This is an optimization exercise on Yosys and OpenROAD, whose aim is small area, a short achievable clock period and few clock cycles per item, not a production implementation. Function was not checked in any run shown here: the RTL went through the layout flow alone.

==> flow/design.v (outline; a module is shown in full before it is edited, if it fits) <==
// module mspc_cfg_regs: 41 lines
// module mspc_inc_pi: 22 lines
// module mspc_shape: 28 lines
// module mspc_mul3: 1387 lines
// module motor_speed_pi_pid_control_core: 209 lines
module motor_speed_pi_pid_control_core #(
    parameter int SAMPLE_WIDTH   = 16,
    parameter int GAIN_FRAC_BITS = 8,
    parameter int ACC_WIDTH      = 48
) (
    input  wire logic                                   i_clk,
    input  wire logic                                   i_rst_n,
    input  wire logic                                   i_s_axis_tvalid,
    output      logic                                   o_s_axis_tready,
    input  wire logic [((2*SAMPLE_WIDTH+1+7)/8)*8-1:0]  i_s_axis_tdata,
    output      logic                                   o_m_axis_tvalid,
    input  wire logic                                   i_m_axis_tready,
    output      logic [mspc_pkg::OUT_DATA_W-1:0]        o_m_axis_tdata,
    input  wire logic                                   i_cfg_we,
    input  wire logic [mspc_pkg::CFG_ADDR_W-1:0]        i_cfg_addr,
    input  wire logic [mspc_pkg::CFG_DATA_W-1:0]        i_cfg_wdata
);
  // ...
==> flow/run.sh <==
#!/bin/bash
# synth_recipe.tcl (not shown) runs the flow's synth.tcl, then flattens the netlist and writes it again
# the make line also repeats each setting of config.mk as NAME=value (left out here)
make -C /OpenROAD-flow-scripts/flow DESIGN_CONFIG=/design/flow/config.mk WORK_HOME=/design/flow/orfs CLKGATE_MAP_FILE= SYNTH_SCRIPT=/design/flow/synth_recipe.tcl finish
==> flow/config.mk <==
export PLATFORM = sky130hd
export DESIGN_NAME = motor_speed_pi_pid_control_core
export DESIGN_NICKNAME = motor_speed_pi_pid_control_core
export VERILOG_FILES = /design/flow/design.v
export SDC_FILE = /design/flow/constraint.sdc
export NUM_CORES = 4
export LEC_CHECK = 0
export ABC_AREA = 1
export CAP_MARGIN = 20
export CORE_MARGIN = 2
export CORE_UTILIZATION = 55
export PLACE_DENSITY = 0.7
export SLEW_MARGIN = 20
==> flow/constraint.sdc <==
create_clock -name core_clock -period 20.0 [get_ports {i_clk}]
set_input_delay 4.0000 -clock core_clock [delete_from_list [all_inputs] [get_ports {i_clk}]]
set_output_delay 4.0000 -clock core_clock [all_outputs]
set_load 0.01 [all_outputs]
==> flow_summary.toml, run 1 <==
[worst_setup_path]
rr_startpoint = "u_cfg.o_mode"
critPathKind = "reg -> reg"
critPathTopFamily = "adder cells"
path_depth = 30

[layout]
seq_area_um2 = 8030
layout_commonest_cell = "nand2_1"
largest_reg_flops = 48
top_regs = "u_inc.o_acc x48, r2_s x34, r1_diff x18"
multiInputGateArea_um2 = 29000

[floorplanning]
die_height_um = 278
fp.dieW_um = 278

[logic_synthesis]
ys_ff_latch = 339
synth_compound_gate_area_share_pct = 16.4
synth_top_area_share_pct = 19.3
yosys.area.top_type = "fa_1"

[worst_hold_path]
hold_start = "r1_run"

[drt]
dr.first_iter.drc_count = 3686
wl_met3_um = 13500

[timing]
holdWs_ns = 0.436
fmax_mhz = 105
slew_violations = 0

[status]
status = "no timing/DRC/antenna violations"

[clocking]
cts_buffers = 40
root_buffer = "clkbuf_16"
==> run 2: changes to the inputs <==
==> flow/flow/run.sh (new file) <==
#!/bin/bash
set -euo pipefail
bash standard.sh SETUP_SLACK_MARGIN=${MARGIN:-13} finish > standard_flow.log 2>&1
==> flow/standard.sh (new file) <==
#!/bin/bash
# synth_recipe.tcl (not shown) runs the flow's synth.tcl, then flattens the netlist and writes it again
# the make line also repeats each setting of config.mk as NAME=value (left out here)
make -C /OpenROAD-flow-scripts/flow DESIGN_CONFIG=/design/flow/config.mk WORK_HOME=/design/flow/orfs CLKGATE_MAP_FILE= SYNTH_SCRIPT=/design/flow/synth_recipe.tcl "${@:-finish}"
removed: flow/run.sh
==> run 2 against run 1 <==
Design area grew 9.0%. Sequential share of layout area shrank 1.5 points. Die area is the same. Hold slack lost 0.0032 ns. Highest routed layer is now met5.
==> flow_summary.toml, run 2 <==
[status]
status = "no timing/DRC/antenna violations"

[worst_setup_path]
worst_path_most_repeated_cell = "fa_2"
cp.arrival_ns = 7.70
required_ns = 20.34
critical_path.max_fanout = 7
max_stage_delay_ns = 0.52
crit_path_start_kind = "register"
critPathKind = "reg -> reg"
crit_slowest_cell = "fa_2"
cp-end-kind = "register"

[logic_synthesis]
ys_ff_latch = 339
ys_top_cells_by_area = "fa_1 19%, dfxtp_1 10%, xor2_1 10%"
synth-simple-area-share_pct = 16.1
synth_warnings = 3
synth_top_area_share_pct = 19.3
synth.most_common_cell = "nand2_1"
synthArstFlopShare_pct = 0
synth-adder-area-share_pct = 26.1
syn_area_um2 = 41200
synth_commonest_cells = "879 x nand2_1, 799 x inv_1, 487 x xor2_1"
synth_cells = 5400
synth-main-ff-cell = "dfxtp_1"
synth_edf_count = 124
synth_compound_gate_area_share_pct = 16.4
ys_seq_area_share_pct = 19.5
synthXorXnorAreaFrac_pct = 11.3
synth_cell_types = 53
synth_mux_area_share_pct = 0.374
synth_top_family_by_area = "adder cells"
postSynthAreaPerCell_um2 = 7.63
yosys.area.top_type = "fa_1"

[drt]
dr.first_iter.drc_count = 4511
wirelength_um = 156000
drc = 0
first_pass_iters = 6
postRouteAntennaNets = 0
vias = 39900
avgRoutedWirePerCell_um = 23.9
routed_via_density = 6.10

[clocking]
cts_tree = "built"
cts_buffers = 41
clk_pin_slew_ns = 0.07
root_buffer = "clkbuf_16"
clock-sinks = 339
cts.hold.buffers_added = 0
clock_path_buffers = 3
htreeDepth = 2
insertion_delay_ns = 0.61

[global_routing]
grt_usage_pct = 39.9
gr-total-overflow = 0
grt_pass1_vias = 39100
grt_pass1_wl_um = 233000
grt_antenna_before_repair = 5
grt_max_degree = 117

[layout]
fin_nets = 6220
seq_area_um2 = 8030
top_regs = "u_inc.o_acc x48, r2_s x34, r1_diff x18"
top_register = "u_inc.o_acc"
drive_above_1_share_pct = 11.6
layout_commonest_cell = "nand2_1"
largest_reg_flops = 48
most-common-layout-cells = "813 x nand2_1, 777 x inv_1, 474 x xor2_1"
area_growth_syn_to_layout_pct = 15.9
fillers = 6289
multiInputGateArea_um2 = 30800

[timing]
slew_violations = 0
tightest_slew_ns = 1.19
finalSetupViolations = 0
finalHoldViolations = 0
fmax_mhz = 136
clock_skew_ns = 0.0515
period_needed_ns = 7.36
min_period_over_period_pct = 36.8
max_slew_margin_pct = 19.5
rsz0062_at_grt = "true"
setup_tns_ns = 0

[floorplanning]
die_height_um = 278
fp.dieW_um = 278
ios = 90
core_area_um2 = 74300
start_util_pct = 55.4
die_area_um2 = 77100
rows = 100

[placement]
dp_hpwl_um = 109000
port_buffers = 75
gp_congestion = 1.01

[flow_run]
max_cap_violations = 0

[worst_hold_path]
hold_path.class = "reg -> reg"
## run 2: cell counts after synthesis
Identical to the previous run, type by type.
## run 2: area by class of cell
type / instances / share of cell area [%]
inverter: 826 / 6.70
clock buffer: 45 / 2.25
sequential: 339 / 16.8
clock inverter: 31 / 0.598
antenna: 2 / 0.0105
multi-input combinational: 4008 / 64.4
timing repair buffer: 318 / 6.65
tap: 969 / 2.54
## run 2: what timing repair did
action                                  4_1_cts  5_1_grt
setup buffers                               152       39
pin swaps                                    83       97
resized for setup                           337      135
endpoints found under the setup margin       29       21
gates cloned                                 10        1
## run 2: worst max-delay path: cells and delay by family, from the launching register on
kind                       cells  cell delay (ns)
AOI/OAI and AO/OA              3             0.44
adders and majority gates      8             3.50
buffers and inverters         10             1.20
DFF                            1             0.41
xor gates and xnor gates       1             0.28
and+or+nand+nor               11             1.22
## run 2: final timing paths
path,from,endpoint,slack [ns],depth (start not counted)
worst max-delay path,u_cfg.o_mode,r2_s[31],12.64,33
worst min-delay path,r1_run,r2_run,0.43,0
worst max register to register,u_cfg.o_mode,r2_s[31],12.64,33
worst min register to register,r1_run,r2_run,0.43,0
## run 2: layer usage
metal	share of wire, %	track usage (%)	vias up
met5	0.022	0	-
met4	10	32.7	6
met3	12	12.1	796
met2	44	62.3	2508
met1	35	45.3	18700
li1	-	-	17900
## run 2: logic make-up after synthesis
| group | after synthesis |
|---|---|
| and+or+nand+nor | 1630 |
| other | 1 |
| buffers and inverters | 1064 |
| xor gates and xnor gates | 533 |
| muxes | 15 |
| AOI/OAI and AO/OA | 1196 |
| adders and majority gates | 622 |
| DFF | 339 |
## run 2: through the flow
step	hold slack, ns	util [%]	instances	setup slack [ns]	instance area (µm²)
floorplan	0.400	-	5406	13.05	41200
global placement	0.422	57.1	6257	10.39	42400
detailed placement	0.423	57.1	6257	10.18	42400
CTS	0.446	62.9	6495	12.84	46800
global route	0.447	64.2	6536	12.43	47700
finish	0.433	64.2	6538	12.64	47700
==> module mspc_cfg_regs, before the edit <==
module mspc_cfg_regs (
    input  wire logic                            i_clk,
    input  wire logic                            i_rst_n,
    input  wire logic                            i_cfg_we,
    input  wire logic [mspc_pkg::CFG_ADDR_W-1:0] i_cfg_addr,
    input  wire logic [mspc_pkg::CFG_DATA_W-1:0] i_cfg_wdata,
    output      logic                            o_mode,
    output      logic [mspc_pkg::GAIN_W-1:0]     o_inc_kp,
    output      logic [mspc_pkg::GAIN_W-1:0]     o_inc_ki,
    output      logic [mspc_pkg::GAIN_W-1:0]     o_pos_kp,
    output      logic [mspc_pkg::GAIN_W-1:0]     o_pos_ki,
    output      logic [mspc_pkg::GAIN_W-1:0]     o_pos_kd,
    output      logic [mspc_pkg::LIMIT_W-1:0]    o_pwm_limit,
    output      logic [mspc_pkg::LIMIT_W-1:0]    o_integral_limit
);
    always_ff @(posedge i_clk) begin
        if (!i_rst_n) begin
            o_mode           <= 1'b0;
            o_inc_kp         <= '0;
            o_inc_ki         <= '0;
            o_pos_kp         <= mspc_pkg::RST_POS_KP;
            o_pos_ki         <= mspc_pkg::RST_POS_KI;
            o_pos_kd         <= mspc_pkg::RST_POS_KD;
            o_pwm_limit      <= mspc_pkg::RST_PWM_LIMIT;
            o_integral_limit <= mspc_pkg::RST_INTEGRAL_LIMIT;
        end else if (i_cfg_we) begin
            case (i_cfg_addr)
                mspc_pkg::REG_MODE:           o_mode           <= i_cfg_wdata[0];
                mspc_pkg::REG_INC_KP:         o_inc_kp         <= i_cfg_wdata;
                mspc_pkg::REG_INC_KI:         o_inc_ki         <= i_cfg_wdata;
                mspc_pkg::REG_POS_KP:         o_pos_kp         <= i_cfg_wdata;
                mspc_pkg::REG_POS_KI:         o_pos_ki         <= i_cfg_wdata;
                mspc_pkg::REG_POS_KD:         o_pos_kd         <= i_cfg_wdata;
                mspc_pkg::REG_PWM_LIMIT:      o_pwm_limit      <= i_cfg_wdata[mspc_pkg::LIMIT_W-1:0];
                mspc_pkg::REG_INTEGRAL_LIMIT: o_integral_limit <= i_cfg_wdata[mspc_pkg::LIMIT_W-1:0];
                default: begin
                end
            endcase
        end
    end
endmodule
==> module mspc_inc_pi, before the edit <==
module mspc_inc_pi (
    input  wire logic                            i_clk,
    input  wire logic                            i_rst_n,
    input  wire logic                            i_step,
    input  wire logic [mspc_pkg::SUM_W-1:0]      i_inc,
    output      logic [mspc_pkg::ACC_W-1:0]      o_acc
);
    localparam int AW = mspc_pkg::ACC_W;
    localparam int SW = mspc_pkg::SUM_W;
    logic [AW:0]   w_sum;
    logic [AW-1:0] w_next;
    assign w_sum  = {o_acc[AW-1], o_acc} + {{(AW-SW+1){i_inc[SW-1]}}, i_inc};
    assign w_next = (w_sum[AW] != w_sum[AW-1]) ? {w_sum[AW], {(AW-1){~w_sum[AW]}}}
                                               : w_sum[AW-1:0];
    always_ff @(posedge i_clk) begin
        if (!i_rst_n) begin
            o_acc <= '0;
        end else if (i_step) begin
            o_acc <= w_next;
        end
    end
endmodule
==> module motor_speed_pi_pid_control_core, before the edit <==
module motor_speed_pi_pid_control_core #(
    parameter int SAMPLE_WIDTH   = 16,
    parameter int GAIN_FRAC_BITS = 8,
    parameter int ACC_WIDTH      = 48
) (
    input  wire logic                                   i_clk,
    input  wire logic                                   i_rst_n,
    input  wire logic                                   i_s_axis_tvalid,
    output      logic                                   o_s_axis_tready,
    input  wire logic [((2*SAMPLE_WIDTH+1+7)/8)*8-1:0]  i_s_axis_tdata,
    output      logic                                   o_m_axis_tvalid,
    input  wire logic                                   i_m_axis_tready,
    output      logic [mspc_pkg::OUT_DATA_W-1:0]        o_m_axis_tdata,
    input  wire logic                                   i_cfg_we,
    input  wire logic [mspc_pkg::CFG_ADDR_W-1:0]        i_cfg_addr,
    input  wire logic [mspc_pkg::CFG_DATA_W-1:0]        i_cfg_wdata
);
    localparam int EW = mspc_pkg::ERR_W;
    localparam int SW = mspc_pkg::SUM_W;
    localparam int AW = mspc_pkg::ACC_W;
    localparam int GW = mspc_pkg::GAIN_W;
    localparam int LW = mspc_pkg::LIMIT_W;
    logic          c_mode;
    logic [GW-1:0] c_inc_kp, c_inc_ki, c_pos_kp, c_pos_ki, c_pos_kd;
    logic [LW-1:0] c_pwm_limit, c_int_limit;
    mspc_cfg_regs u_cfg (
        .i_clk            (i_clk),
        .i_rst_n          (i_rst_n),
        .i_cfg_we         (i_cfg_we),
        .i_cfg_addr       (i_cfg_addr),
        .i_cfg_wdata      (i_cfg_wdata),
        .o_mode           (c_mode),
        .o_inc_kp         (c_inc_kp),
        .o_inc_ki         (c_inc_ki),
        .o_pos_kp         (c_pos_kp),
        .o_pos_ki         (c_pos_ki),
        .o_pos_kd         (c_pos_kd),
        .o_pwm_limit      (c_pwm_limit),
        .o_integral_limit (c_int_limit)
    );
    logic r_stall;       
    logic w_en;
    assign w_en            = !r_stall;
    assign o_s_axis_tready = !r_stall;
    logic          r0_v, r0_run;
    logic [EW-1:0] r0_e;
    always_ff @(posedge i_clk) begin
        if (!i_rst_n) begin
            r0_v <= 1'b0;
        end else if (w_en) begin
            r0_v <= i_s_axis_tvalid;
        end
    end
    always_ff @(posedge i_clk) begin
        if (w_en) begin
            r0_e   <= {i_s_axis_tdata[15], i_s_axis_tdata[15:0]}
                    - {i_s_axis_tdata[31], i_s_axis_tdata[31:16]};
            r0_run <= i_s_axis_tdata[32];
        end
    end
    logic          w_step0;
    logic [EW-1:0] r_p, r_d;           
    logic [15:0]   r_i;                
    logic [EW:0]   w_diff;
    logic [EW:0]   w_isum;
    logic [EW:0]   w_ilim;
    logic [15:0]   w_inext;
    assign w_step0 = w_en && r0_v && r0_run;
    assign w_diff  = {r0_e[EW-1], r0_e} - (c_mode ? {r_d[EW-1], r_d} : {r_p[EW-1], r_p});
    assign w_isum  = {{2{r_i[15]}}, r_i} + {r0_e[EW-1], r0_e};
    assign w_ilim  = {3'b000, c_int_limit};
    always_comb begin
        if ($signed(w_isum) > $signed(w_ilim)) begin
            w_inext = w_ilim[15:0];
        end else if ($signed(w_isum) < -$signed(w_ilim)) begin
            w_inext = 16'(-w_ilim);
        end else begin
            w_inext = w_isum[15:0];
        end
    end
    always_ff @(posedge i_clk) begin
        if (!i_rst_n) begin
            r_p <= '0;
            r_d <= '0;
            r_i <= '0;
        end else if (w_step0) begin
            if (c_mode) begin
                r_d <= r0_e;
                r_i <= w_inext;
            end else begin
                r_p <= r0_e;
            end
        end
    end
    logic          r1_v, r1_run;
    logic [EW-1:0] r1_e;
    logic [EW:0]   r1_diff;
    always_ff @(posedge i_clk) begin
        if (!i_rst_n) begin
            r1_v <= 1'b0;
        end else if (w_en) begin
            r1_v <= r0_v;
        end
    end
    always_ff @(posedge i_clk) begin
        if (w_en) begin
            r1_e    <= r0_e;
            r1_diff <= w_diff;
            r1_run  <= r0_run;
        end
    end
    logic [GW-1:0] w_g1, w_g2, w_g3;
    logic [SW-1:0] w_pa, w_pb;
    assign w_g1 = c_mode ? c_pos_kd : c_inc_kp;
    assign w_g2 = c_mode ? c_pos_kp : c_inc_ki;
    assign w_g3 = c_mode ? c_pos_ki : '0;
    mspc_mul3 u_mul (
        .g1  (w_g1),
        .g2  (w_g2),
        .g3  (w_g3),
        .x1  (r1_diff),
        .x2  (r1_e),
        .x3  (r_i),
        .o_a (w_pa),
        .o_b (w_pb)
    );
    logic          r2_v, r2_run;
    logic [SW-1:0] r2_s;
    always_ff @(posedge i_clk) begin
        if (!i_rst_n) begin
            r2_v <= 1'b0;
        end else if (w_en) begin
            r2_v <= r1_v;
        end
    end
    always_ff @(posedge i_clk) begin
        if (w_en) begin
            r2_s   <= w_pa + w_pb;
            r2_run <= r1_run;
        end
    end
    logic          r3_v, r3_run;
    logic [AW-1:0] w_acc;
    mspc_inc_pi u_inc (
        .i_clk   (i_clk),
        .i_rst_n (i_rst_n),
        .i_step  (w_en && r2_v && r2_run && !c_mode),
        .i_inc   (r2_s),
        .o_acc   (w_acc)
    );
    always_ff @(posedge i_clk) begin
        if (!i_rst_n) begin
            r3_v <= 1'b0;
        end else if (w_en) begin
            r3_v <= r2_v && !c_mode;
        end
    end
    always_ff @(posedge i_clk) begin
        if (w_en) begin
            r3_run <= r2_run;
        end
    end
    logic [AW-1:0] w_src;
    logic [15:0]   w_drive;
    logic          w_clamped;
    logic          w_fin_v, w_fin_run;
    logic [16:0]   w_res;
    assign w_src     = c_mode ? {{(AW-SW-8){r2_s[SW-1]}}, r2_s, 8'd0} : w_acc;
    assign w_fin_v   = c_mode ? r2_v : r3_v;
    assign w_fin_run = c_mode ? r2_run : r3_run;
    mspc_shape u_shape (
        .i_src     (w_src),
        .i_limit   (c_pwm_limit),
        .o_drive   (w_drive),
        .o_clamped (w_clamped)
    );
    assign w_res = w_fin_run ? {w_clamped, w_drive} : 17'd0;
    logic        r_ov, r_sv;
    logic [16:0] r_od, r_sd;
    logic        w_arrive, w_pop;
    assign w_arrive = w_en && w_fin_v;
    assign w_pop    = r_ov && i_m_axis_tready;
    always_ff @(posedge i_clk) begin
        if (!i_rst_n) begin
            r_ov    <= 1'b0;
            r_sv    <= 1'b0;
            r_stall <= 1'b0;
        end else begin
            if (!r_ov || w_pop) begin
                r_ov    <= r_sv || w_arrive;
                r_sv    <= 1'b0;
                r_stall <= 1'b0;
            end else if (w_arrive) begin
                r_sv    <= 1'b1;
                r_stall <= 1'b1;
            end
        end
    end
    always_ff @(posedge i_clk) begin
        if (!r_ov || w_pop) begin
            r_od <= r_sv ? r_sd : w_res;
        end
        if (w_arrive) begin
            r_sd <= w_res;
        end
    end
    assign o_m_axis_tvalid = r_ov;
    assign o_m_axis_tdata  = {7'd0, r_od};
endmodule
==> run 3: changes to the inputs <==
--- a/flow/design.v
+++ b/flow/design.v
@@ -32,37 +32,57 @@
     input  wire logic [mspc_pkg::CFG_ADDR_W-1:0] i_cfg_addr,
     input  wire logic [mspc_pkg::CFG_DATA_W-1:0] i_cfg_wdata,
     output      logic                            o_mode,
-    output      logic [mspc_pkg::GAIN_W-1:0]     o_inc_kp,
-    output      logic [mspc_pkg::GAIN_W-1:0]     o_inc_ki,
-    output      logic [mspc_pkg::GAIN_W-1:0]     o_pos_kp,
+    output      logic                            o_swap,
+    output      logic [mspc_pkg::GAIN_W-1:0]     o_g1,
+    output      logic [mspc_pkg::GAIN_W-1:0]     o_g2,
     output      logic [mspc_pkg::GAIN_W-1:0]     o_pos_ki,
-    output      logic [mspc_pkg::GAIN_W-1:0]     o_pos_kd,
     output      logic [mspc_pkg::LIMIT_W-1:0]    o_pwm_limit,
     output      logic [mspc_pkg::LIMIT_W-1:0]    o_integral_limit
 );
+    localparam int GW = mspc_pkg::GAIN_W;
+    logic [GW-1:0] r_g1b, r_g2b;
+    logic          w_wr_g1, w_wr_g2;      
+    logic          w_wr_g1b, w_wr_g2b;    
+    assign o_swap   = i_cfg_we && (i_cfg_addr == mspc_pkg::REG_MODE) && (i_cfg_wdata[0] != o_mode);
+    assign w_wr_g1  = i_cfg_we && (o_mode ? (i_cfg_addr == mspc_pkg::REG_POS_KD)
+                                          : (i_cfg_addr == mspc_pkg::REG_INC_KP));
+    assign w_wr_g1b = i_cfg_we && (o_mode ? (i_cfg_addr == mspc_pkg::REG_INC_KP)
+                                          : (i_cfg_addr == mspc_pkg::REG_POS_KD));
+    assign w_wr_g2  = i_cfg_we && (o_mode ? (i_cfg_addr == mspc_pkg::REG_POS_KP)
+                                          : (i_cfg_addr == mspc_pkg::REG_INC_KI));
+    assign w_wr_g2b = i_cfg_we && (o_mode ? (i_cfg_addr == mspc_pkg::REG_INC_KI)
+                                          : (i_cfg_addr == mspc_pkg::REG_POS_KP));
     always_ff @(posedge i_clk) begin
         if (!i_rst_n) begin
             o_mode           <= 1'b0;
-            o_inc_kp         <= '0;
-            o_inc_ki         <= '0;
-            o_pos_kp         <= mspc_pkg::RST_POS_KP;
+            o_g1             <= '0;
+            r_g1b            <= mspc_pkg::RST_POS_KD;
+            o_g2             <= '0;
+            r_g2b            <= mspc_pkg::RST_POS_KP;
             o_pos_ki         <= mspc_pkg::RST_POS_KI;
-            o_pos_kd         <= mspc_pkg::RST_POS_KD;
             o_pwm_limit      <= mspc_pkg::RST_PWM_LIMIT;
             o_integral_limit <= mspc_pkg::RST_INTEGRAL_LIMIT;
-        end else if (i_cfg_we) begin
-            case (i_cfg_addr)
-                mspc_pkg::REG_MODE:           o_mode           <= i_cfg_wdata[0];
-                mspc_pkg::REG_INC_KP:         o_inc_kp         <= i_cfg_wdata;
-                mspc_pkg::REG_INC_KI:         o_inc_ki         <= i_cfg_wdata;
-                mspc_pkg::REG_POS_KP:         o_pos_kp         <= i_cfg_wdata;
-                mspc_pkg::REG_POS_KI:         o_pos_ki         <= i_cfg_wdata;
-                mspc_pkg::REG_POS_KD:         o_pos_kd         <= i_cfg_wdata;
-                mspc_pkg::REG_PWM_LIMIT:      o_pwm_limit      <= i_cfg_wdata[mspc_pkg::LIMIT_W-1:0];
-                mspc_pkg::REG_INTEGRAL_LIMIT: o_integral_limit <= i_cfg_wdata[mspc_pkg::LIMIT_W-1:0];
-                default: begin
-                end
-            endcase
+        end else begin
+            if (o_swap) begin
+                o_mode <= i_cfg_wdata[0];
+                o_g1   <= r_g1b;
+                r_g1b  <= o_g1;
+                o_g2   <= r_g2b;
+                r_g2b  <= o_g2;
+            end
+            if (w_wr_g1)  o_g1  <= i_cfg_wdata;
+            if (w_wr_g1b) r_g1b <= i_cfg_wdata;
+            if (w_wr_g2)  o_g2  <= i_cfg_wdata;
+            if (w_wr_g2b) r_g2b <= i_cfg_wdata;
+            if (i_cfg_we && (i_cfg_addr == mspc_pkg::REG_POS_KI)) begin
+                o_pos_ki <= i_cfg_wdata;
+            end
+            if (i_cfg_we && (i_cfg_addr == mspc_pkg::REG_PWM_LIMIT)) begin
+                o_pwm_limit <= i_cfg_wdata[mspc_pkg::LIMIT_W-1:0];
+            end
+            if (i_cfg_we && (i_cfg_addr == mspc_pkg::REG_INTEGRAL_LIMIT)) begin
+                o_integral_limit <= i_cfg_wdata[mspc_pkg::LIMIT_W-1:0];
+            end
         end
     end
 endmodule
@@ -77,11 +97,23 @@
 );
     localparam int AW = mspc_pkg::ACC_W;
     localparam int SW = mspc_pkg::SUM_W;
-    logic [AW:0]   w_sum;
+    localparam int HW = AW - SW;
+    logic [SW:0]   w_lo;
+    logic [HW-1:0] w_hi, w_hi_inc, w_hi_dec, w_hi_next;
+    logic          w_up, w_dn, w_ovf_p, w_ovf_n;
     logic [AW-1:0] w_next;
-    assign w_sum  = {o_acc[AW-1], o_acc} + {{(AW-SW+1){i_inc[SW-1]}}, i_inc};
-    assign w_next = (w_sum[AW] != w_sum[AW-1]) ? {w_sum[AW], {(AW-1){~w_sum[AW]}}}
-                                               : w_sum[AW-1:0];
+    assign w_lo      = {1'b0, o_acc[SW-1:0]} + {1'b0, i_inc};
+    assign w_hi      = o_acc[AW-1:SW];
+    assign w_hi_inc  = w_hi + 1'b1;
+    assign w_hi_dec  = w_hi - 1'b1;
+    assign w_up      = w_lo[SW] & ~i_inc[SW-1];
+    assign w_dn      = ~w_lo[SW] & i_inc[SW-1];
+    assign w_hi_next = w_up ? w_hi_inc : (w_dn ? w_hi_dec : w_hi);
+    assign w_ovf_p   = w_up & (w_hi == {1'b0, {(HW-1){1'b1}}});
+    assign w_ovf_n   = w_dn & (w_hi == {1'b1, {(HW-1){1'b0}}});
+    assign w_next    = w_ovf_p ? {1'b0, {(AW-1){1'b1}}}
+                     : w_ovf_n ? {1'b1, {(AW-1){1'b0}}}
+                     : {w_hi_next, w_lo[SW-1:0]};
     always_ff @(posedge i_clk) begin
         if (!i_rst_n) begin
             o_acc <= '0;
@@ -1531,8 +1563,8 @@
     localparam int AW = mspc_pkg::ACC_W;
     localparam int GW = mspc_pkg::GAIN_W;
     localparam int LW = mspc_pkg::LIMIT_W;
-    logic          c_mode;
-    logic [GW-1:0] c_inc_kp, c_inc_ki, c_pos_kp, c_pos_ki, c_pos_kd;
+    logic          c_mode, c_swap;
+    logic [GW-1:0] c_g1, c_g2, c_pos_ki;
     logic [LW-1:0] c_pwm_limit, c_int_limit;
     mspc_cfg_regs u_cfg (
         .i_clk            (i_clk),
@@ -1541,11 +1573,10 @@
         .i_cfg_addr       (i_cfg_addr),
         .i_cfg_wdata      (i_cfg_wdata),
         .o_mode           (c_mode),
-        .o_inc_kp         (c_inc_kp),
-        .o_inc_ki         (c_inc_ki),
-        .o_pos_kp         (c_pos_kp),
+        .o_swap           (c_swap),
+        .o_g1             (c_g1),
+        .o_g2             (c_g2),
         .o_pos_ki         (c_pos_ki),
-        .o_pos_kd         (c_pos_kd),
         .o_pwm_limit      (c_pwm_limit),
         .o_integral_limit (c_int_limit)
     );
@@ -1570,14 +1601,14 @@
         end
     end
     logic          w_step0;
-    logic [EW-1:0] r_p, r_d;           
+    logic [EW-1:0] r_pa, r_pb;         
     logic [15:0]   r_i;                
     logic [EW:0]   w_diff;
     logic [EW:0]   w_isum;
     logic [EW:0]   w_ilim;
     logic [15:0]   w_inext;
     assign w_step0 = w_en && r0_v && r0_run;
-    assign w_diff  = {r0_e[EW-1], r0_e} - (c_mode ? {r_d[EW-1], r_d} : {r_p[EW-1], r_p});
+    assign w_diff  = {r0_e[EW-1], r0_e} - {r_pa[EW-1], r_pa};
     assign w_isum  = {{2{r_i[15]}}, r_i} + {r0_e[EW-1], r0_e};
     assign w_ilim  = {3'b000, c_int_limit};
     always_comb begin
@@ -1591,20 +1622,23 @@
     end
     always_ff @(posedge i_clk) begin
         if (!i_rst_n) begin
-            r_p <= '0;
-            r_d <= '0;
-            r_i <= '0;
+            r_pa <= '0;
+            r_pb <= '0;
+        end else if (c_swap) begin
+            r_pa <= r_pb;
+            r_pb <= r_pa;
         end else if (w_step0) begin
-            if (c_mode) begin
-                r_d <= r0_e;
-                r_i <= w_inext;
-            end else begin
-                r_p <= r0_e;
-            end
+            r_pa <= r0_e;
+        end
+    end
+    always_ff @(posedge i_clk) begin
+        if (!i_rst_n) begin
+            r_i <= '0;
+        end else if (w_step0 && c_mode) begin
+            r_i <= w_inext;
         end
     end
     logic          r1_v, r1_run;
-    logic [EW-1:0] r1_e;
     logic [EW:0]   r1_diff;
     always_ff @(posedge i_clk) begin
         if (!i_rst_n) begin
@@ -1615,28 +1649,26 @@
     end
     always_ff @(posedge i_clk) begin
         if (w_en) begin
-            r1_e    <= r0_e;
             r1_diff <= w_diff;
             r1_run  <= r0_run;
         end
     end
-    logic [GW-1:0] w_g1, w_g2, w_g3;
+    logic [GW-1:0] w_g3;
     logic [SW-1:0] w_pa, w_pb;
-    assign w_g1 = c_mode ? c_pos_kd : c_inc_kp;
-    assign w_g2 = c_mode ? c_pos_kp : c_inc_ki;
     assign w_g3 = c_mode ? c_pos_ki : '0;
     mspc_mul3 u_mul (
-        .g1  (w_g1),
-        .g2  (w_g2),
+        .g1  (c_g1),
+        .g2  (c_g2),
         .g3  (w_g3),
         .x1  (r1_diff),
-        .x2  (r1_e),
+        .x2  (r_pa),
         .x3  (r_i),
         .o_a (w_pa),
         .o_b (w_pb)
     );
     logic          r2_v, r2_run;
-    logic [SW-1:0] r2_s;
+    logic [SW-1:0] r2_a, r2_b;
+    logic [SW-1:0] w_s;
     always_ff @(posedge i_clk) begin
         if (!i_rst_n) begin
             r2_v <= 1'b0;
@@ -1646,17 +1678,19 @@
     end
     always_ff @(posedge i_clk) begin
         if (w_en) begin
-            r2_s   <= w_pa + w_pb;
+            r2_a   <= w_pa;
+            r2_b   <= w_pb;
             r2_run <= r1_run;
         end
     end
+    assign w_s = r2_a + r2_b;
     logic          r3_v, r3_run;
     logic [AW-1:0] w_acc;
     mspc_inc_pi u_inc (
         .i_clk   (i_clk),
         .i_rst_n (i_rst_n),
         .i_step  (w_en && r2_v && r2_run && !c_mode),
-        .i_inc   (r2_s),
+        .i_inc   (w_s),
         .o_acc   (w_acc)
     );
     always_ff @(posedge i_clk) begin
@@ -1676,7 +1710,7 @@
     logic          w_clamped;
     logic          w_fin_v, w_fin_run;
     logic [16:0]   w_res;
-    assign w_src     = c_mode ? {{(AW-SW-8){r2_s[SW-1]}}, r2_s, 8'd0} : w_acc;
+    assign w_src     = c_mode ? {{(AW-SW-8){w_s[SW-1]}}, w_s, 8'd0} : w_acc;
     assign w_fin_v   = c_mode ? r2_v : r3_v;
     assign w_fin_run = c_mode ? r2_run : r3_run;
     mspc_shape u_shape (
==> flow/run.sh (new file) <==
#!/bin/bash
# synth_recipe.tcl (not shown) runs the flow's synth.tcl, then flattens the netlist and writes it again
# the make line also repeats each setting of config.mk as NAME=value (left out here)
make -C /OpenROAD-flow-scripts/flow DESIGN_CONFIG=/design/flow/config.mk WORK_HOME=/design/flow/orfs CLKGATE_MAP_FILE= SYNTH_SCRIPT=/design/flow/synth_recipe.tcl finish
removed: flow/flow/run.sh
removed: flow/standard.sh
==> run 3 against run 2 <==
Highest routed layer unchanged. Critical endpoint is now u_inc.o_acc[46]. Area after synthesis fell by 0.50%. Count of clock-buffer cells in the layout rose by 10. Synthesized cell count fell by 3.2%.
==> flow_summary.toml, run 3 <==
[logic_synthesis]
synth-main-ff-cell = "dfxtp_1"
ys_seq_area_share_pct = 20.8
synth_cells = 5228
ys_top_cells_by_area = "fa_1 19%, dfxtp_1 11%, edfxtp_1 10%"
synth_commonest_cells = "915 x nand2_1, 805 x inv_1, 467 x xor2_1"
synth_edf_count = 141
synth_top_area_share_pct = 19.4
synth_warnings = 3
synthArstFlopShare_pct = 0
ys_ff_latch = 356
syn_area_um2 = 41000
synth_cell_types = 59
postSynthAreaPerCell_um2 = 7.84
yosys.area.top_type = "fa_1"
synth.most_common_cell = "nand2_1"

[global_routing]
grt_antenna_before_repair = 3
grt_max_degree = 106
grt_pass1_wl_um = 207000
gr-total-overflow = 0
grt_pass1_vias = 35700
grt_usage_pct = 34.5

[layout]
fin_nets = 5845
largest_reg_flops = 48
drive_above_1_share_pct = 4.27
area_growth_syn_to_layout_pct = 7.14
most-common-layout-cells = "915 x nand2_1, 803 x inv_1, 467 x xor2_1"
fillers = 6845
antennaDiodeCount = 0
top_regs = "u_inc.o_acc x48, r2_a x34, r2_b x34"
layout_commonest_cell = "nand2_1"
top_register = "u_inc.o_acc"

[clocking]
cts_setup_buffers = 0
clock-sinks = 356
clock_path_buffers = 3
cts_tree = "built"
htreeDepth = 2
cts_resized = 0
cts_buffers = 43
clk_pin_slew_ns = 0.07
cts.hold.buffers_added = 0
root_buffer = "clkbuf_16"
insertion_delay_ns = 0.61

[worst_hold_path]
hold_path.class = "reg -> reg"

[drt]
vias = 36900
postRouteAntennaNets = 0
routed_via_density = 5.99
avgRoutedWirePerCell_um = 21.6
wirelength_um = 133000
dr.first_iter.drc_count = 4047
drc = 0
first_pass_iters = 7

[timing]
slew_violations = 0
max_slew_margin_pct = 28.8
finalHoldViolations = 0
tightest_slew_ns = 1.06
setup_tns_ns = 0
fmax_mhz = 143
min_period_over_period_pct = 34.9
period_needed_ns = 6.98
rsz0062_at_grt = "false"
finalSetupViolations = 0
clock_skew_ns = 0.0390

[worst_setup_path]
required_ns = 20.50
critical_path.max_fanout = 14
critPathTopFamily = "compound AO/OA/AOI/OAI gates"
worst_path_most_repeated_cell = "nand2_1"
max_stage_delay_ns = 0.41
cp.buffers_inverters = 7
critPathKind = "reg -> reg"
crit_path_start_kind = "register"
cp.arrival_ns = 7.48
crit_slowest_cell = "inv_1"
cp-end-kind = "register"

[floorplanning]
start_util_pct = 55.3
fp.dieW_um = 277
core_area_um2 = 74100
die_area_um2 = 76700
die_height_um = 277
rows = 100
ios = 90

[flow_run]
max_cap_violations = 0

[placement]
port_buffers = 75
gp_congestion = 1.01
dp_hpwl_um = 104000

[status]
status = "no timing/DRC/antenna violations"
-- run 3: final timing paths --
kind,cells past startpoint,from,to,slack [ns]
min,0,r1_run,r2_run,0.43
max,41,r2_a[0],u_inc.o_acc[46],13.02
min reg2reg,0,r1_run,r2_run,0.43
max reg2reg,41,r2_a[0],u_inc.o_acc[46],13.02
-- run 3: kinds of logic after synthesis --
family,share of synthesized area (%)
other,0.00915
adder cells (fa/ha/maj),26.2
flip-flops,20.8
AND/OR/NAND/NOR,15.7
XOR/XNOR,10.3
AO/OA/AOI/OAI,16.7
buffers and inverters,10.3
-- run 3: per-stage QoR --
step / worst slack [ns] / instances / util, % / instance area [µm²] / hold WS, ns
4_1_cts: 13.05 / 6162 / 59.3 / 43900 / 0.427
3_3_place_gp: 12.77 / 6084 / 57.2 / 42400 / 0.409
2_1_floorplan: 13.58 / 5234 / - / 41000 / 0.400
6_report: 13.02 / 6163 / 59.3 / 43900 / 0.425
3_5_place_dp: 12.72 / 6084 / 57.2 / 42400 / 0.408
5_1_grt: 12.29 / 6163 / 59.3 / 43900 / 0.458
-- run 3: worst reg2reg max path: cells and delay by family, from the launching register on --
family,cells,cell delay (ns)
xor+xnor,1,0.18
compound gates,12,2.31
fa+ha+maj,5,1.59
flops,1,0.33
buf+inv,7,1.03
simple gates,16,1.42
-- run 3: area by class of cell --
class	instances	area [µm²]	share of cell area [%]
Multi-Input combinational cell	3779	28300	64.3
Sequential cell	356	8540	19.4
Inverter	849	3200	7.28
Tap cell	969	1210	2.76
Timing Repair Buffer	132	1170	2.67
Clock buffer	55	1170	2.67
Clock inverter	23	362	0.824
-- run 3: per-layer routing --
layer | vias to the layer above | global-route usage, % | wire length (µm)
met2 | 1842 | 55.6 | 59700
met1 | 17600 | 44.4 | 53200
met3 | 366 | 7.38 | 13100
met5 | - | 0 | 26
li1 | 17100 | - | -
met4 | 4 | 16.2 | 7360
==> run 4: changes to the inputs <==
==> flow/flow/run.sh (new file) <==
#!/bin/bash
set -euo pipefail
bash standard.sh SETUP_SLACK_MARGIN=${MARGIN:-14.5} finish > standard_flow.log 2>&1
==> flow/standard.sh (new file) <==
#!/bin/bash
# synth_recipe.tcl (not shown) runs the flow's synth.tcl, then flattens the netlist and writes it again
# the make line also repeats each setting of config.mk as NAME=value (left out here)
make -C /OpenROAD-flow-scripts/flow DESIGN_CONFIG=/design/flow/config.mk WORK_HOME=/design/flow/orfs CLKGATE_MAP_FILE= SYNTH_SCRIPT=/design/flow/synth_recipe.tcl "${@:-finish}"
removed: flow/run.sh
==> run 4 against run 3 <==
Still clean on timing, DRC and antenna. Sequential share of layout area shrank 0.99 points. Synthesized cell count stayed put. Global-route usage rose by 0.52 points. Critical path depth is 23 lower. Via count grew 2.2%. Final cell count is 1.8% higher. Flip-flop and latch count is the same. Die area is the same. Critical endpoint is now r0_e[16].
==> flow_summary.toml, run 4 <==
[layout]
largest_reg_flops = 48
top_register = "u_inc.o_acc"
most-common-layout-cells = "844 x nand2_1, 776 x inv_1, 462 x xor2_1"
drive_above_1_share_pct = 11.1
fin_nets = 5952
top_regs = "u_inc.o_acc x48, r2_a x34, r2_b x34"
fin_area_um2 = 46400
multiInputGateArea_um2 = 29600
fillers = 6385
antennaDiodeCount = 0
fin_cells = 6272
area_growth_syn_to_layout_pct = 13.1
layout_commonest_cell = "nand2_1"
seq_area_um2 = 8560

[status]
status = "no timing/DRC/antenna violations"

[global_routing]
gr-total-overflow = 0
grt.busiest_layer = "met2"
grt_usage_pct = 35.1
grt_max_degree = 95
grt_util_met3_pct = 8.03
grt_util_met1_pct = 44.9
grt_pass1_wl_um = 210000
grt_pass1_vias = 36400
grt_antenna_before_repair = 1
use_met2_pct = 55.9

[worst_setup_path]
r2r_end = "u_inc.o_acc[46]"
critical_path.max_fanout = 2
worst_path_most_repeated_cell = "o21ai_2"
max_stage_delay_ns = 0.35
crit_path_cell_trace = "buf_8 > clkinv_8 > ha_4 > fa_2 > nor2_2 > a211oi_2 > o21ai_2 > nand3_2 > nand2_2 > a21oi_2 > o21ai_2 > nand3_2 > nand2_2 > a21oi_2 > o21ai_2 > nand2_1 > nand4_1 > o21ai_1"
cp-end-kind = "register"
rr_worst_depth = 36
crit_path_start_kind = "primary input"
crit_slowest_cell = "fa_2"
rr_startpoint = "r2_a[0]"
cp.arrival_ns = 6.02
required_ns = 20.34
critPathKind = "in -> reg"
r2r_setup_slack_ns = 14.45

[logic_synthesis]
ys_seq_area_share_pct = 20.8
synth_top_area_share_pct = 19.4
synth_warnings = 3
postSynthAreaPerCell_um2 = 7.84
synth_cell_types = 59
yosys.area.top_type = "fa_1"
ys_ff_latch = 356
synth_commonest_cells = "915 x nand2_1, 805 x inv_1, 467 x xor2_1"
synth_edf_count = 141
ys_top_cells_by_area = "fa_1 19%, dfxtp_1 11%, edfxtp_1 10%"
synthArstFlopShare_pct = 0
synth_cells = 5228
synth.most_common_cell = "nand2_1"
syn_area_um2 = 41000
synth-main-ff-cell = "dfxtp_1"

[drt]
avgRoutedWirePerCell_um = 22.1
first_pass_iters = 9
routed_via_density = 6.01
dr.first_iter.drc_count = 3994
postRouteAntennaNets = 0
drc = 0
vias = 37700
wirelength_um = 139000

[clocking]
clk_pin_slew_ns = 0.06
cts_buffers = 44
htreeDepth = 2
clock-sinks = 356
root_buffer = "clkbuf_16"
insertion_delay_ns = 0.62
cts_tree = "built"
clock_path_buffers = 3

[worst_hold_path]
hold_start = "r1_run"
min_path_cells = 0
min_to = "r2_run"
hold_path.class = "reg -> reg"

[placement]
place_area_um2 = 42400
dp_hpwl_um = 104000
port_buffers = 75
dp_slack_ns = 12.95
place_inst = 6081
gp_congestion = 1.01

[timing]
tightest_slew_ns = 1.07
min_period_over_period_pct = 28.4
finalHoldViolations = 0
holdWs_ns = 0.418
setup_tns_ns = 0
finalSetupViolations = 0
max_slew_margin_pct = 28.1
clock_skew_ns = 0.0370
slew_violations = 0
period_needed_ns = 5.68
layout_setup_ws_ns = 14.32
rsz0062_at_grt = "true"
fmax_mhz = 176

[floorplanning]
rows = 100
die_area_um2 = 76700
start_util_pct = 55.3
core_area_um2 = 74100
fp.dieW_um = 277
ios = 90
die_height_um = 277

[flow_run]
max_cap_violations = 0
[run 4: cell types whose count changed in the layout (fill, tap and decap cells not counted), moves of 35 or more]
cell	delta
nand2_1	-71
buf_6	+35
buf_4	+55
ha_4	+39
ha_1	-49
nand2_2	+47
[run 4: logic make-up after synthesis]
group | Yosys count | share of synthesized area (%)
xor+xnor | 481 | 10.3
fa+ha+maj | 620 | 26.2
buf+inv | 1099 | 10.3
other cells | 1 | 0.00915
simple gates | 1515 | 15.7
flops | 356 | 20.8
compound gates | 1156 | 16.7
[run 4: stage by stage]
stage          utilization (%)
2_1_floorplan                -
3_3_place_gp              57.3
3_5_place_dp              57.3
4_1_cts                   61.0
5_1_grt                   62.6
6_report                  62.6
[run 4: cell type report]
class | instances | area share (%)
repair inverters | 3 | 0.0432
repair buffers | 235 | 4.83
clock inverters | 28 | 0.483
flip-flops and latches | 356 | 18.5
well taps | 969 | 2.62
multi-input cells | 3779 | 63.8
inverters | 849 | 7.20
clock buffers | 53 | 2.54
[run 4: repair_timing]
action                                  4_1_cts  5_1_grt
gates cloned                                  2        4
hold buffers                                  0        0
resized for setup                           264      212
buffers inserted                             60       44
endpoints found under the setup margin      243      223
pin swaps                                    58       77
[run 4: critical path, delay by kind of cell]
kind | cells | cell delay, ns
compound gates | 7 | 0.76
fa+ha+maj | 2 | 0.51
buf+inv | 2 | 0.13
simple gates | 7 | 0.64
[run 4: how the worst max path moves through the flow]
stage / slack (ns) / end / startpoint
2_1_floorplan: 13.85 / r0_e[16] / i_s_axis_tdata[0]
3_3_place_gp: 13.03 / r0_e[16] / i_s_axis_tdata[0]
3_5_place_dp: 12.95 / r0_e[16] / i_s_axis_tdata[0]
4_1_cts: 14.31 / u_inc.o_acc[46] / r2_b[0]
5_1_grt: 14.05 / u_inc.o_acc[46] / r2_a[0]
6_report: 14.32 / r0_e[16] / i_s_axis_tdata[0]
[run 4: layer usage]
| layer | vias to the layer above | wire, µm | share of wire, % |
|---|---|---|---|
| li1 | 17300 | - | - |
| met1 | 17900 | 54400 | 39 |
| met2 | 1989 | 62200 | 45 |
| met3 | 426 | 13800 | 9.9 |
| met4 | 2 | 8310 | 6.0 |
| met5 | - | 35 | 0.025 |
==> run 5: changes to the inputs <==
--- a/flow/design.v
+++ b/flow/design.v
@@ -92,28 +92,38 @@
     input  wire logic                            i_clk,
     input  wire logic                            i_rst_n,
     input  wire logic                            i_step,
-    input  wire logic [mspc_pkg::SUM_W-1:0]      i_inc,
+    input  wire logic [mspc_pkg::SUM_W-1:0]      i_a,
+    input  wire logic [mspc_pkg::SUM_W-1:0]      i_b,
+    output      logic [mspc_pkg::SUM_W-1:0]      o_sum,
     output      logic [mspc_pkg::ACC_W-1:0]      o_acc
 );
     localparam int AW = mspc_pkg::ACC_W;
     localparam int SW = mspc_pkg::SUM_W;
     localparam int HW = AW - SW;
-    logic [SW:0]   w_lo;
+    logic [SW:0]   w_ab;
+    logic [SW-1:0] w_cs_s, w_cs_c;
+    logic [SW+1:0] w_t;
+    logic [2:0]    w_d;
     logic [HW-1:0] w_hi, w_hi_inc, w_hi_dec, w_hi_next;
     logic          w_up, w_dn, w_ovf_p, w_ovf_n;
     logic [AW-1:0] w_next;
-    assign w_lo      = {1'b0, o_acc[SW-1:0]} + {1'b0, i_inc};
+    assign w_ab      = {1'b0, i_a} + {1'b0, i_b};
+    assign o_sum     = w_ab[SW-1:0];
+    assign w_cs_s    = o_acc[SW-1:0] ^ i_a ^ i_b;
+    assign w_cs_c    = (o_acc[SW-1:0] & i_a) | (o_acc[SW-1:0] & i_b) | (i_a & i_b);
+    assign w_t       = {2'b00, w_cs_s} + {1'b0, w_cs_c, 1'b0};
+    assign w_d       = {1'b0, w_t[SW+1:SW]} - {2'b00, w_ab[SW]} - {2'b00, w_ab[SW-1]};
+    assign w_up      = (w_d == 3'b001);
+    assign w_dn      = (w_d == 3'b111);
     assign w_hi      = o_acc[AW-1:SW];
     assign w_hi_inc  = w_hi + 1'b1;
     assign w_hi_dec  = w_hi - 1'b1;
-    assign w_up      = w_lo[SW] & ~i_inc[SW-1];
-    assign w_dn      = ~w_lo[SW] & i_inc[SW-1];
     assign w_hi_next = w_up ? w_hi_inc : (w_dn ? w_hi_dec : w_hi);
     assign w_ovf_p   = w_up & (w_hi == {1'b0, {(HW-1){1'b1}}});
     assign w_ovf_n   = w_dn & (w_hi == {1'b1, {(HW-1){1'b0}}});
     assign w_next    = w_ovf_p ? {1'b0, {(AW-1){1'b1}}}
                      : w_ovf_n ? {1'b1, {(AW-1){1'b0}}}
-                     : {w_hi_next, w_lo[SW-1:0]};
+                     : {w_hi_next, w_t[SW-1:0]};
     always_ff @(posedge i_clk) begin
         if (!i_rst_n) begin
             o_acc <= '0;
@@ -1585,7 +1595,8 @@
     assign w_en            = !r_stall;
     assign o_s_axis_tready = !r_stall;
     logic          r0_v, r0_run;
-    logic [EW-1:0] r0_e;
+    logic [15:0]   r0_t, r0_m;
+    logic [EW-1:0] w_e;
     always_ff @(posedge i_clk) begin
         if (!i_rst_n) begin
             r0_v <= 1'b0;
@@ -1595,8 +1606,8 @@
     end
     always_ff @(posedge i_clk) begin
         if (w_en) begin
-            r0_e   <= {i_s_axis_tdata[15], i_s_axis_tdata[15:0]}
-                    - {i_s_axis_tdata[31], i_s_axis_tdata[31:16]};
+            r0_t   <= i_s_axis_tdata[15:0];
+            r0_m   <= i_s_axis_tdata[31:16];
             r0_run <= i_s_axis_tdata[32];
         end
     end
@@ -1607,9 +1618,10 @@
     logic [EW:0]   w_isum;
     logic [EW:0]   w_ilim;
     logic [15:0]   w_inext;
+    assign w_e     = {r0_t[15], r0_t} - {r0_m[15], r0_m};
     assign w_step0 = w_en && r0_v && r0_run;
-    assign w_diff  = {r0_e[EW-1], r0_e} - {r_pa[EW-1], r_pa};
-    assign w_isum  = {{2{r_i[15]}}, r_i} + {r0_e[EW-1], r0_e};
+    assign w_diff  = {w_e[EW-1], w_e} - {r_pa[EW-1], r_pa};
+    assign w_isum  = {{2{r_i[15]}}, r_i} + {w_e[EW-1], w_e};
     assign w_ilim  = {3'b000, c_int_limit};
     always_comb begin
         if ($signed(w_isum) > $signed(w_ilim)) begin
@@ -1628,7 +1640,7 @@
             r_pa <= r_pb;
             r_pb <= r_pa;
         end else if (w_step0) begin
-            r_pa <= r0_e;
+            r_pa <= w_e;
         end
     end
     always_ff @(posedge i_clk) begin
@@ -1683,14 +1695,15 @@
             r2_run <= r1_run;
         end
     end
-    assign w_s = r2_a + r2_b;
     logic          r3_v, r3_run;
     logic [AW-1:0] w_acc;
     mspc_inc_pi u_inc (
         .i_clk   (i_clk),
         .i_rst_n (i_rst_n),
         .i_step  (w_en && r2_v && r2_run && !c_mode),
-        .i_inc   (w_s),
+        .i_a     (r2_a),
+        .i_b     (r2_b),
+        .o_sum   (w_s),
         .o_acc   (w_acc)
     );
     always_ff @(posedge i_clk) begin
==> flow/flow/run.sh (replaced) <==
#!/bin/bash
set -euo pipefail
MARGIN=${MARGIN:-14.5}
sed 's/yosys synth -nofsm -noshare/yosys synth -nofsm -noshare -noabc/' synth_recipe.tcl > synth_noabc.tcl
bash standard.sh SYNTH_SCRIPT="$PWD/synth_noabc.tcl" SETUP_SLACK_MARGIN=$MARGIN finish > standard_flow.log 2>&1
==> run 5 against run 4 <==
Still clean. First-iteration DRC count increased by 12%. Register-to-register slack lost 0.80 ns. Count of clock-buffer cells in the layout grew 3. Via count up 1.5%. Critical path type is now reg -> reg.
==> flow_summary.toml, run 5 <==
[worst_setup_path]
crit_slowest_cell = "fa_1"
critical_path.max_fanout = 7
critPathKind = "reg -> reg"
cp-end-kind = "register"
cp.arrival_ns = 6.87
crit_path_start_kind = "register"
required_ns = 20.52
max_stage_delay_ns = 0.56
worst_path_most_repeated_cell = "ha_4"

[logic_synthesis]
synth_commonest_cells = "1059 x nand2_1, 487 x inv_1, 487 x xor2_1"
synth_cells = 5017
synth_warnings = 3
yosys.area.top_type = "fa_1"
synth_top_area_share_pct = 21.1
synth.most_common_cell = "nand2_1"
synthArstFlopShare_pct = 0
ys_ff_latch = 371
postSynthAreaPerCell_um2 = 8.19
syn_area_um2 = 41100
ys_top_cells_by_area = "fa_1 21%, edfxtp_1 11%, dfxtp_1 10%"
synth-main-ff-cell = "dfxtp_1"
synth_cell_types = 53
ys_seq_area_share_pct = 21.9
synth_edf_count = 156

[drt]
vias = 38300
routed_via_density = 6.23
drc = 0
wirelength_um = 143000
first_pass_iters = 6
dr.first_iter.drc_count = 4459
avgRoutedWirePerCell_um = 23.2
postRouteAntennaNets = 0

[layout]
top_regs = "u_inc.o_acc x48, r2_a x34, r2_b x34"
drive_above_1_share_pct = 13.1
fin_cells = 6143
fin_area_um2 = 47600
most-common-layout-cells = "1001 x nand2_1, 477 x xor2_1, 462 x inv_1"
largest_reg_flops = 48
layout_commonest_cell = "nand2_1"
fin_nets = 5864
seq_area_um2 = 9000
top_register = "u_inc.o_acc"
fillers = 6195
area_growth_syn_to_layout_pct = 15.9
multiInputGateArea_um2 = 30800

[global_routing]
grt_pass1_wl_um = 212000
grt_pass1_vias = 36800
grt_usage_pct = 35.5
grt_antenna_before_repair = 1
gr-total-overflow = 0
grt_max_degree = 88

[placement]
gp_congestion = 0.997
place_inst = 5877
dp_slack_ns = 12.88
port_buffers = 75
place_area_um2 = 42700
dp_hpwl_um = 102000

[timing]
rsz0062_at_grt = "true"
clock_skew_ns = 0.0354
slew_violations = 0
finalHoldViolations = 0
fmax_mhz = 157
tightest_slew_ns = 0.964
max_slew_margin_pct = 35.7
layout_setup_ws_ns = 13.65
finalSetupViolations = 0
min_period_over_period_pct = 31.8
setup_tns_ns = 0
period_needed_ns = 6.35

[floorplanning]
ios = 90
fp.dieW_um = 277
rows = 100
core_area_um2 = 74200
die_height_um = 277
start_util_pct = 55.4
die_area_um2 = 76900

[clocking]
cts_buffers = 44
cts_tree = "built"
insertion_delay_ns = 0.61
htreeDepth = 2
root_buffer = "clkbuf_16"
clock-sinks = 371
clk_pin_slew_ns = 0.06
clock_path_buffers = 3

[flow_run]
max_cap_violations = 0

[worst_hold_path]
hold_path.class = "reg -> reg"

[status]
status = "no timing/DRC/antenna violations"
## run 5: changes by cell type in the layout (fill, tap and decap cells not counted), moves of 17 or more
cell,previous run,this run
inv_1,776,462
nand2_1,844,1001
buf_4,112,188
o21ai_0,233,185
fa_1,393,426
o22ai_1,350,376
clkdlybuf4s50_1,42,67
nand2_2,69,46
o211ai_1,51,30
nand3_1,182,162
dlygate4sd2_1,20,1
ha_1,173,192
buf_6,35,18
## run 5: through the flow
| step | utilization (%) | hold slack (ns) |
|---|---|---|
| global placement | 57.6 | 0.406 |
| finish | 64.2 | 0.424 |
| floorplan | - | 0.400 |
| detailed placement | 57.6 | 0.412 |
| global route | 64.2 | 0.437 |
| CTS | 61.6 | 0.425 |
## run 5: final timing paths
path | from | endpoint | slack, ns | depth (start not counted)
hold reg to reg | r1_run | r2_run | 0.42 | 0
setup reg to reg | r2_a[15] | u_inc.o_acc[44] | 13.65 | 32
hold / removal | r1_run | r2_run | 0.42 | 0
setup / recovery | r2_a[15] | u_inc.o_acc[44] | 13.65 | 32
## run 5: cells by family (layout without fill, tap and decap cells)
kind of cell / after synthesis / count (layout) / synth area share (%)
buffers and inverters: 779 / 928 / 7.39
adders and majority gates: 663 / 663 / 28.1
AOI/OAI and AO/OA: 1056 / 1056 / 15.0
muxes: 2 / 2 / 0.0518
and+or+nand+nor: 1625 / 1626 / 16.5
DFF: 371 / 371 / 21.9
xor gates and xnor gates: 520 / 520 / 11.1
other: 1 / 8 / 0.00913
## run 5: metal layers
metal  track usage [%]  part of all wire, %  wire, µm
met2              56.2                   45     63900
met4              19.6                  6.9      9860
met3              9.41                   11     16100
met1              44.1                   37     52800
met5                 0                    0         0
## run 5: cell type report
cell class              count  share of cell area [%]
inverters                 531                    4.49
multi-input cells        3874                    64.7
repair inverters            5                  0.0631
repair buffers            310                    6.18
clock inverters            26                   0.534
clock buffers              56                    2.60
well taps                 969                    2.55
flip-flops and latches    371                    18.9
diodes                      1                 0.00526
## run 5: repair_timing
item,4_1_cts,5_1_grt
cloned,3,10
setup endpoints to repair,247,225
setup buffers,81,89
gates resized for setup,201,251
pin swaps,39,91
hold buffers,0,0
## run 5: critical path: cells and delay by family (launching register included)
kind,cells,cell delay (ns)
AOI/OAI and AO/OA,7,1.02
buffers and inverters,4,0.46
DFF,1,0.44
and+or+nand+nor,12,1.54
adders and majority gates,7,2.42
xor gates and xnor gates,2,0.39
==> run 6: changes to the inputs <==
==> flow/flow/run.sh (replaced) <==
#!/bin/bash
set -euo pipefail
MARGIN=${MARGIN:-15}
sed 's/yosys synth -nofsm -noshare/yosys synth -nofsm -noshare -noabc/' synth_recipe.tcl > synth_noabc.tcl
bash standard.sh SYNTH_SCRIPT="$PWD/synth_noabc.tcl" SETUP_SLACK_MARGIN=$MARGIN finish > standard_flow.log 2>&1
==> run 6 against run 5 <==
Still clean. Non-clock buffer count is 242 higher. Count of clock-buffer cells in the layout is 8 higher. Final cell count is 4.1% higher. First-iteration DRC count is 20% higher. Design area is 10% higher. Global-route usage is 3.5 points higher. Flip-flop and latch count stayed put. Sequential share of layout area is 1.6 points lower. Largest cell class unchanged.
==> flow_summary.toml, run 6 <==
[layout]
most-common-layout-cells = "956 x nand2_1, 450 x xor2_1, 421 x inv_1"
fin_util_pct = 70.6
area_growth_syn_to_layout_pct = 27.6
layout_commonest_cell = "nand2_1"
largest_reg_flops = 48
drive_above_1_share_pct = 24.7
fillers = 5448
top_regs = "u_inc.o_acc x48, r2_a x34, r2_b x34"
top_register = "u_inc.o_acc"
antennaDiodeCount = 0
fin_nets = 6117

[timing]
clock_skew_ns = 0.0316
layout_setup_ws_ns = 13.68
period_needed_ns = 6.32
tightest_slew_ns = 0.955
fmax_mhz = 158
rsz0062_at_grt = "true"
slew_violations = 0
finalHoldViolations = 0
max_slew_margin_pct = 36.3
min_period_over_period_pct = 31.6
finalSetupViolations = 0
setup_tns_ns = 0

[worst_setup_path]
crit_path_start_kind = "register"
critPathKind = "reg -> reg"
cp.buffers_inverters = 4
critical_path.max_fanout = 4
cp-end-kind = "register"
required_ns = 20.53
crit_slowest_cell = "fa_1"
max_stage_delay_ns = 0.60
cp.arrival_ns = 6.85
critPathTopFamily = "adder cells"

[placement]
port_buffers = 75
gp_congestion = 1.01
dp_hpwl_um = 103000
dp_slack_ns = 12.99

[logic_synthesis]
synthArstFlopShare_pct = 0
synth_warnings = 3
synth_commonest_cells = "1059 x nand2_1, 487 x inv_1, 487 x xor2_1"
ys_top_cells_by_area = "fa_1 21%, edfxtp_1 11%, dfxtp_1 10%"
syn_area_um2 = 41100
synth_edf_count = 156
synth.most_common_cell = "nand2_1"
synth_top_area_share_pct = 21.1
synth_cell_types = 53
postSynthAreaPerCell_um2 = 8.19
ys_ff_latch = 371
synth_cells = 5017
synth-main-ff-cell = "dfxtp_1"
yosys.area.top_type = "fa_1"
ys_seq_area_share_pct = 21.9

[drt]
vias = 40600
drc = 0
first_pass_iters = 8
postRouteAntennaNets = 0
wirelength_um = 162000
avgRoutedWirePerCell_um = 25.4
routed_via_density = 6.36
dr.first_iter.drc_count = 5351

[clocking]
htreeDepth = 2
root_buffer = "clkbuf_16"
cts_buffers = 44
clk_pin_slew_ns = 0.06
cts.hold.buffers_added = 0
clock-sinks = 371
cts_tree = "built"
insertion_delay_ns = 0.63
clock_path_buffers = 3

[global_routing]
gr-total-overflow = 0
grt_pass1_wl_um = 229000
grt_pass1_vias = 38400
grt_antenna_before_repair = 3
grt_usage_pct = 39.0
grt_max_degree = 106

[floorplanning]
fp.dieW_um = 277
core_area_um2 = 74200
start_util_pct = 55.4
ios = 90
rows = 100
die_height_um = 277
die_area_um2 = 76900

[flow_run]
max_cap_violations = 0

[status]
status = "no timing/DRC/antenna violations"

[worst_hold_path]
hold_path.class = "reg -> reg"
run 6: cell counts after synthesis:
No cell type changed its count.
run 6: metal layers:
metal  GRT usage (%)  routed length (µm)  share of wire, %  vias up
met3            12.1               20000                12      890
met1            46.3               56900                35    19300
met2            62.1               71400                44     2815
met4            23.1               13800               8.5        8
li1                -                   -                 -    17600
met5            1.56                 130             0.080        -
run 6: worst register-to-register path: cells and delay by family, from the launching register on:
kind	cells	cell delay [ns]
AND/OR/NAND/NOR	9	1.07
AO/OA/AOI/OAI	10	1.49
buffers and inverters	4	0.41
XOR/XNOR	2	0.42
flip-flops	1	0.43
adder cells (fa/ha/maj)	7	2.46
run 6: cell type report:
type,instances,area [µm²],share of cell area [%]
clock buffer,64,1310,2.50
tap,969,1210,2.31
sequential,371,9070,17.3
timing repair inverter,9,86.3,0.165
inverter,531,2280,4.36
multi-input combinational,3881,32700,62.4
clock inverter,18,196,0.375
timing repair buffer,552,5540,10.6
run 6: path summary, 6_finish.rpt:
kind / start / end / slack [ns] / depth (start not counted)
worst min-delay path: r1_run / r2_run / 0.42 / 0
worst max-delay path: r2_a[19] / u_inc.o_acc[44] / 13.68 / 32
worst max register to register: r2_a[19] / u_inc.o_acc[44] / 13.68 / 32
worst min register to register: r1_run / r2_run / 0.42 / 0
run 6: logic make-up (layout without fill, tap and decap cells):
family / Yosys count / after routing / synth area share (%)
simple gates: 1625 / 1631 / 16.5
compound gates: 1056 / 1058 / 15.0
buf+inv: 779 / 1174 / 7.39
fa+ha+maj: 663 / 663 / 28.1
xor+xnor: 520 / 520 / 11.1
flops: 371 / 371 / 21.9
mux: 2 / 2 / 0.0518
other cells: 1 / 7 / 0.00913
run 6: per-stage QoR:
step / area, µm² / std cells / hold WS (ns)
global placement: 43000 / 5864 / 0.406
floorplan: 42000 / 5023 / 0.400
global route: 52400 / 6395 / 0.422
finish: 52400 / 6395 / 0.417
detailed placement: 43000 / 5864 / 0.405
CTS: 48700 / 6205 / 0.418
run 6: timing repair:
item	4_1_cts	5_1_grt
gates cloned	28	9
setup endpoints to repair	289	283
buffers inserted	231	181
resized for setup	544	471
pin swaps	124	317

==> what the ideal ports hide <==
The flow's constraints put no driver on any port. The routed layouts listed below were extracted and timed again, unchanged, in two steps. Step 1 sets driving cells, clkbuf_16 on the clock port and buf_2 on the other inputs (assumed; they add their load-dependent delay and slew). Step 2 also shifts input and output timing later by t, the mid clock arrival at the registers, as if the neighbouring blocks saw the same clock. Slacks: ideal / step 1 / step 2; pairs: ideal / step 1.
run	t, ns	slack for setup (ns)	worst hold slack (ns)	clock arrival spread, ns	worst slew at a driven data input, ns
run 1	0.649	10.449 / 10.449 / 10.449	0.436 / 0.436 / 0.436	0.040 / 0.039	0.06
run 2	0.657	12.643 / 12.643 / 12.643	0.433 / 0.433 / 0.433	0.053 / 0.053	0.11
run 3	0.657	13.020 / 13.020 / 12.769	0.425 / 0.425 / 0.425	0.040 / 0.039	0.05
run 4	0.671	14.318 / 14.338 / 13.667	0.418 / 0.418 / 0.418	0.040 / 0.040	0.05
run 5	0.655	13.646 / 13.646 / 13.646	0.424 / 0.424 / 0.424	0.035 / 0.035	0.05
run 6	0.684	13.678 / 13.678 / 13.678	0.417 / 0.417 / 0.417	0.032 / 0.031	0.04
After both steps setup and hold are still met in every run listed. The setup slack of run 4, which loses most, moves by +0.020 ns with the drivers and by -0.651 ns with both steps.
